Source: an optimization exercise on an open RTL-to-GDS flow (aim: small area, a short achievable clock period and few clock cycles per item). Production flows keep margins and buffers that such runs may drop. In this exercise RTL edits were held to simulation tests only and were not proved equivalent to the original.

==> flow/design.v <==
package mlcg_pkg;
    localparam int unsigned VAL_W = 31;
    localparam int unsigned CNT_W = 4;
    localparam int unsigned MAX_CATEGORIES = 8;
    localparam logic [1:0] FUNC_UNIFORM = 2'd0;
    localparam logic [1:0] FUNC_CATEG = 2'd1;
    localparam logic [1:0] FUNC_BERN = 2'd2;
    localparam logic [1:0] FUNC_LOAD = 2'd3;
    localparam logic [1:0] REG_SEED = 2'd0;
    localparam logic [1:0] REG_THRESH = 2'd1;
    localparam logic [1:0] REG_COUNT = 2'd2;
endpackage
module mlcg_wram (
    input  logic              aclk,
    input  logic              aresetn,
    input  logic              we,
    input  logic [2:0]        waddr,
    input  logic [30:0]       wdata,
    output logic [4*31-1:0]   we_flat,
    output logic [4*32-1:0]   u_flat
);
    logic [30:0] w_even [4];
    logic [31:0] u_pair [4];
    logic [1:0]  j;
    logic        odd;
    logic [31:0] opa, opb, cs_s, cs_m, cs_c, u_new;
    logic        ld_pend;
    logic [2:0]  ld_idx;
    logic [30:0] ld_val;
    always_ff @(posedge aclk) begin
        if (!aresetn) begin
            ld_pend <= 1'b0;
        end else begin
            ld_pend <= we;
        end
        ld_idx <= waddr;
        ld_val <= wdata;
    end
    assign j   = ld_idx[2:1];
    assign odd = ld_idx[0];
    assign opa   = odd ? {1'b0, w_even[j]} : u_pair[j];
    assign opb   = odd ? 32'd0 : ~{1'b0, w_even[j]};
    assign cs_s  = {1'b0, ld_val} ^ opa ^ opb;
    assign cs_m  = ({1'b0, ld_val} & opa) | ({1'b0, ld_val} & opb) | (opa & opb);
    assign cs_c  = {cs_m[30:0], !odd};
    assign u_new = cs_s + cs_c;
    for (genvar k = 0; k < 4; k++) begin : g_pair
        always_ff @(posedge aclk) begin
            if (ld_pend && j == 2'(k)) begin
                u_pair[k] <= u_new;
                if (!odd) begin
                    w_even[k] <= ld_val;
                end
            end
        end
        assign we_flat[31*k +: 31] = w_even[k];
        assign u_flat[32*k +: 32]  = u_pair[k];
    end
endmodule
module mlcg_step (
    input  logic [30:0] x,
    output logic [30:0] y
);
    logic [30:0] t0, t1, t2, t3, t4, t5;
    logic [30:0] s1, c1, s2, c2, s3, c3, s4, c4;
    logic [30:0] m1, m2, m3, m4;
    assign t0 = {x[16:0], x[30:17]};
    assign t1 = {x[21:0], x[30:22]};
    assign t2 = ~{x[23:0], x[30:24]};
    assign t3 = {x[25:0], x[30:26]};
    assign t4 = {x[27:0], x[30:28]};
    assign t5 = ~x;
    assign s1 = t0 ^ t1 ^ t2;
    assign m1 = (t0 & t1) | (t0 & t2) | (t1 & t2);
    assign c1 = {m1[29:0], m1[30]};
    assign s2 = t3 ^ t4 ^ t5;
    assign m2 = (t3 & t4) | (t3 & t5) | (t4 & t5);
    assign c2 = {m2[29:0], m2[30]};
    assign s3 = s1 ^ c1 ^ s2;
    assign m3 = (s1 & c1) | (s1 & s2) | (c1 & s2);
    assign c3 = {m3[29:0], m3[30]};
    assign s4 = s3 ^ c3 ^ c2;
    assign m4 = (s3 & c3) | (s3 & c2) | (c3 & c2);
    assign c4 = {m4[29:0], m4[30]};
    logic [30:0] gp [6];
    logic [30:0] pp [6];
    logic [30:0] cy;
    always_comb begin
        gp[0] = s4 & c4;
        pp[0] = s4 ^ c4;
        for (int l = 0; l < 5; l++) begin
            for (int i = 0; i < 31; i++) begin
                gp[l+1][i] = gp[l][i] | (pp[l][i] & gp[l][(i + 31 - (1 << l)) % 31]);
                pp[l+1][i] = pp[l][i] & pp[l][(i + 31 - (1 << l)) % 31];
            end
        end
        for (int i = 0; i < 31; i++) begin
            cy[i] = gp[5][(i + 30) % 31] | pp[5][(i + 30) % 31];
        end
    end
    assign y = pp[0] ^ cy;
endmodule
module mlcg_catsel (
    input  logic [30:0]      x,
    input  logic [4*31-1:0]  we_flat,
    input  logic [4*32-1:0]  u_flat,
    input  logic [3:0]       count,
    output logic [3:0]       cat
);
    logic [32:0] nx;
    logic [32:0] wz [4];
    logic [32:0] uz [4];
    logic [32:0] es [3:8];
    logic [32:0] ec [3:8];
    logic [32:0] em [3:8];
    logic [32:0] esum [3:8];
    logic [8:1]  neg, lt;
    logic [3:0]  n;
    assign n  = (count > 4'd8) ? 4'd8 : count;
    assign nx = ~{2'b00, x};
    always_comb begin
        for (int k = 0; k < 4; k++) begin
            wz[k] = {2'b00, we_flat[31*k +: 31]};
            uz[k] = {1'b0, u_flat[32*k +: 32]};
        end
        es[3] = uz[0] ^ nx ^ wz[1];
        em[3] = (uz[0] & nx) | (uz[0] & wz[1]) | (nx & wz[1]);
        ec[3] = {em[3][31:0], 1'b1};
        es[4] = uz[0] ^ nx ^ uz[1];
        em[4] = (uz[0] & nx) | (uz[0] & uz[1]) | (nx & uz[1]);
        ec[4] = {em[4][31:0], 1'b1};
        for (int k = 5; k <= 8; k++) begin
            es[k] = es[2*((k-1)/2)] ^ ec[2*((k-1)/2)] ^ ((k % 2) ? wz[(k-1)/2] : uz[(k-1)/2]);
            em[k] = (es[2*((k-1)/2)] & ec[2*((k-1)/2)])
                  | (es[2*((k-1)/2)] & ((k % 2) ? wz[(k-1)/2] : uz[(k-1)/2]))
                  | (ec[2*((k-1)/2)] & ((k % 2) ? wz[(k-1)/2] : uz[(k-1)/2]));
            ec[k] = {em[k][31:0], 1'b0};
        end
        neg[1] = we_flat[30:0] < x;
        neg[2] = u_flat[31:0] < {1'b0, x};
        for (int k = 3; k <= 8; k++) begin
            esum[k] = es[k] + ec[k];
            neg[k]  = esum[k][32];
        end
        lt[1] = neg[1] && (n > 4'd0);
        for (int k = 2; k <= 8; k++) begin
            lt[k] = lt[k-1] && neg[k] && (n >= 4'(k));
        end
        cat = 4'd1;
        for (int k = 1; k <= 8; k++) begin
            if (lt[k]) cat = 4'(k + 1);
        end
    end
endmodule
module minimal_standard_lcg_sampler (
    input  logic                        aclk,
    input  logic                        aresetn,
    input  logic                        psel,
    input  logic                        penable,
    input  logic                        pwrite,
    input  logic [3:0]                  paddr,
    input  logic [31:0]                 pwdata,
    output logic [31:0]                 prdata,
    output logic                        pready,
    input  logic                        s_valid,
    output logic                        s_ready,
    input  logic [1:0]                  s_func,
    input  logic [2:0]                  s_entry_index,
    input  logic [mlcg_pkg::VAL_W-1:0]  s_weight_value,
    output logic                        m_valid,
    input  logic                        m_ready,
    output logic [mlcg_pkg::VAL_W-1:0]  m_random_value,
    output logic [3:0]                  m_category,
    output logic                        m_flag
);
    logic [30:0]     seed_reg, thresh_reg;
    logic [3:0]      count_reg;
    logic            cfg_we, seed_we;
    logic [1:0]      reg_idx;
    logic [30:0]     x_reg, x_step, m_value_reg;
    logic            b_valid;
    logic [1:0]      b_func;
    logic            m_valid_reg, m_flag_reg;
    logic [3:0]      m_cat_reg, cat;
    logic            adv, accept, step, load;
    logic [4*31-1:0] we_flat;
    logic [4*32-1:0] u_flat;
    assign pready  = 1'b1;
    assign reg_idx = paddr[3:2];
    assign cfg_we  = psel && penable && pwrite;
    assign seed_we = cfg_we && (reg_idx == mlcg_pkg::REG_SEED);
    always_ff @(posedge aclk) begin
        if (!aresetn) begin
            seed_reg   <= 31'd1;
            thresh_reg <= '0;
            count_reg  <= '0;
        end else if (cfg_we) begin
            case (reg_idx)
                mlcg_pkg::REG_SEED:   seed_reg   <= pwdata[30:0];
                mlcg_pkg::REG_THRESH: thresh_reg <= pwdata[30:0];
                mlcg_pkg::REG_COUNT:  count_reg  <= pwdata[3:0];
                default: ;
            endcase
        end
    end
    always_comb begin
        case (reg_idx)
            mlcg_pkg::REG_SEED:   prdata = {1'b0, seed_reg};
            mlcg_pkg::REG_THRESH: prdata = {1'b0, thresh_reg};
            mlcg_pkg::REG_COUNT:  prdata = {28'd0, count_reg};
            default:              prdata = '0;
        endcase
    end
    assign adv     = !m_valid_reg || m_ready;
    assign s_ready = !b_valid || adv;
    assign accept  = s_valid && s_ready;
    assign step    = accept && (s_func != mlcg_pkg::FUNC_LOAD);
    assign load    = accept && (s_func == mlcg_pkg::FUNC_LOAD);
    mlcg_step u_step (
        .x (x_reg),
        .y (x_step)
    );
    always_ff @(posedge aclk) begin
        if (!aresetn) begin
            x_reg <= 31'd1;
        end else if (seed_we) begin
            x_reg <= pwdata[30:0];
        end else if (step) begin
            x_reg <= x_step;
        end
    end
    mlcg_wram u_wram (
        .aclk   (aclk),
        .aresetn(aresetn),
        .we     (load),
        .waddr  (s_entry_index),
        .wdata  (s_weight_value),
        .we_flat(we_flat),
        .u_flat (u_flat)
    );
    mlcg_catsel u_cat (
        .x      (x_reg),
        .we_flat(we_flat),
        .u_flat (u_flat),
        .count  (count_reg),
        .cat    (cat)
    );
    always_ff @(posedge aclk) begin
        if (!aresetn) begin
            b_valid     <= 1'b0;
            m_valid_reg <= 1'b0;
        end else begin
            if (s_ready) begin
                b_valid <= s_valid;
            end
            if (adv) begin
                m_valid_reg <= b_valid;
            end
        end
        if (s_ready) begin
            b_func <= s_func;
        end
        if (adv && b_valid) begin
            m_value_reg <= x_reg;
            m_cat_reg   <= (b_func == mlcg_pkg::FUNC_CATEG) ? cat : 4'd0;
            m_flag_reg  <= (b_func == mlcg_pkg::FUNC_BERN) && (x_reg <= thresh_reg);
        end
    end
    assign m_valid        = m_valid_reg;
    assign m_random_value = m_value_reg;
    assign m_category     = m_cat_reg;
    assign m_flag         = m_flag_reg;
endmodule
make LEC_CHECK=0 ABC_AREA=1 CAP_MARGIN=20 CORE_MARGIN=2 CORE_UTILIZATION=55 CTS_CLUSTER_DIAMETER=100 CTS_CLUSTER_SIZE=22 SETUP_SLACK_MARGIN=3.5 SLEW_MARGIN=20 TNS_END_PERCENT=10 finish   # period 8.0 ns
run.sh (not shown) runs the stock make flow with config.mk's settings and CLKGATE_MAP_FILE= SYNTH_SCRIPT=/design/flow/synth_recipe.tcl, a recipe that flattens the netlist after the stock synthesis.
Testbench counts at the start, summed over its fixed seeds: cycles 16,064, items 16,000.
Then changed:
--- a/flow/config.mk
+++ b/flow/config.mk
@@ -10,7 +10,4 @@
 export CORE_MARGIN = 2
 export CORE_UTILIZATION = 55
-export CTS_CLUSTER_DIAMETER = 100
-export CTS_CLUSTER_SIZE = 22
 export SETUP_SLACK_MARGIN = 3.5
 export SLEW_MARGIN = 20
-export TNS_END_PERCENT = 10
Via count rose by about 1.5%.
Area after synthesis does not change.
Sequential cell count stays the same.
Final area is higher by about 2%.
Hold slack loses 5.1 ps.
Sequential share of layout area drops by 0.57 points.
Final cell count came out higher by 0.95%.
Worst setup slack gains 12 ps.
Then changed:
--- a/flow/config.mk
+++ b/flow/config.mk
@@ -10,4 +10,4 @@
 export CORE_MARGIN = 2
 export CORE_UTILIZATION = 55
-export SETUP_SLACK_MARGIN = 3.5
+export SETUP_SLACK_MARGIN = 4.0
 export SLEW_MARGIN = 20
Outcome:
- The new run went through all stages and came out clean
- routed wire length climbs by roughly a tenth
- worst setup slack improves by 180 ps
- maximum frequency climbs by a few percent
- first-iteration DRC count climbs by a little under a tenth

port drivers added, routing unchanged:
How much do the figures lean on ideal ports? The routed layouts below were timed once more, with nothing changed but the port constraints.
Step 1: set_driving_cell puts a clkbuf_16 on aclk and a buf_2 on each other input, an assumption about the parent block.
Step 2 also shifts input and output timing later by t, the mid clock arrival at the registers, as if the neighbouring blocks saw the same clock.
a / b / c = no drivers / after step 1 / after step 2; a / b = the first two.
run | t, ns | setup slack, ns | worst hold slack (ns) | worst setup path after step 2 | worst register clock-pin slew, ns
the first run | 0.676 | 3.512 / 3.490 / 3.490 | 0.468 / 0.468 / 0.468 | input to output | 0.10 / 0.10
the second run | 0.660 | 3.524 / 3.500 / 3.500 | 0.463 / 0.463 / 0.463 | input to output | 0.07 / 0.07
the third run | 0.663 | 3.702 / 3.702 / 3.702 | 0.466 / 0.466 / 0.466 | register to register | 0.07 / 0.07
After both steps setup and hold are still met in every run listed. The setup slack of the second run, which loses most, moves by -0.024 ns with the drivers and by -0.024 ns with both steps.
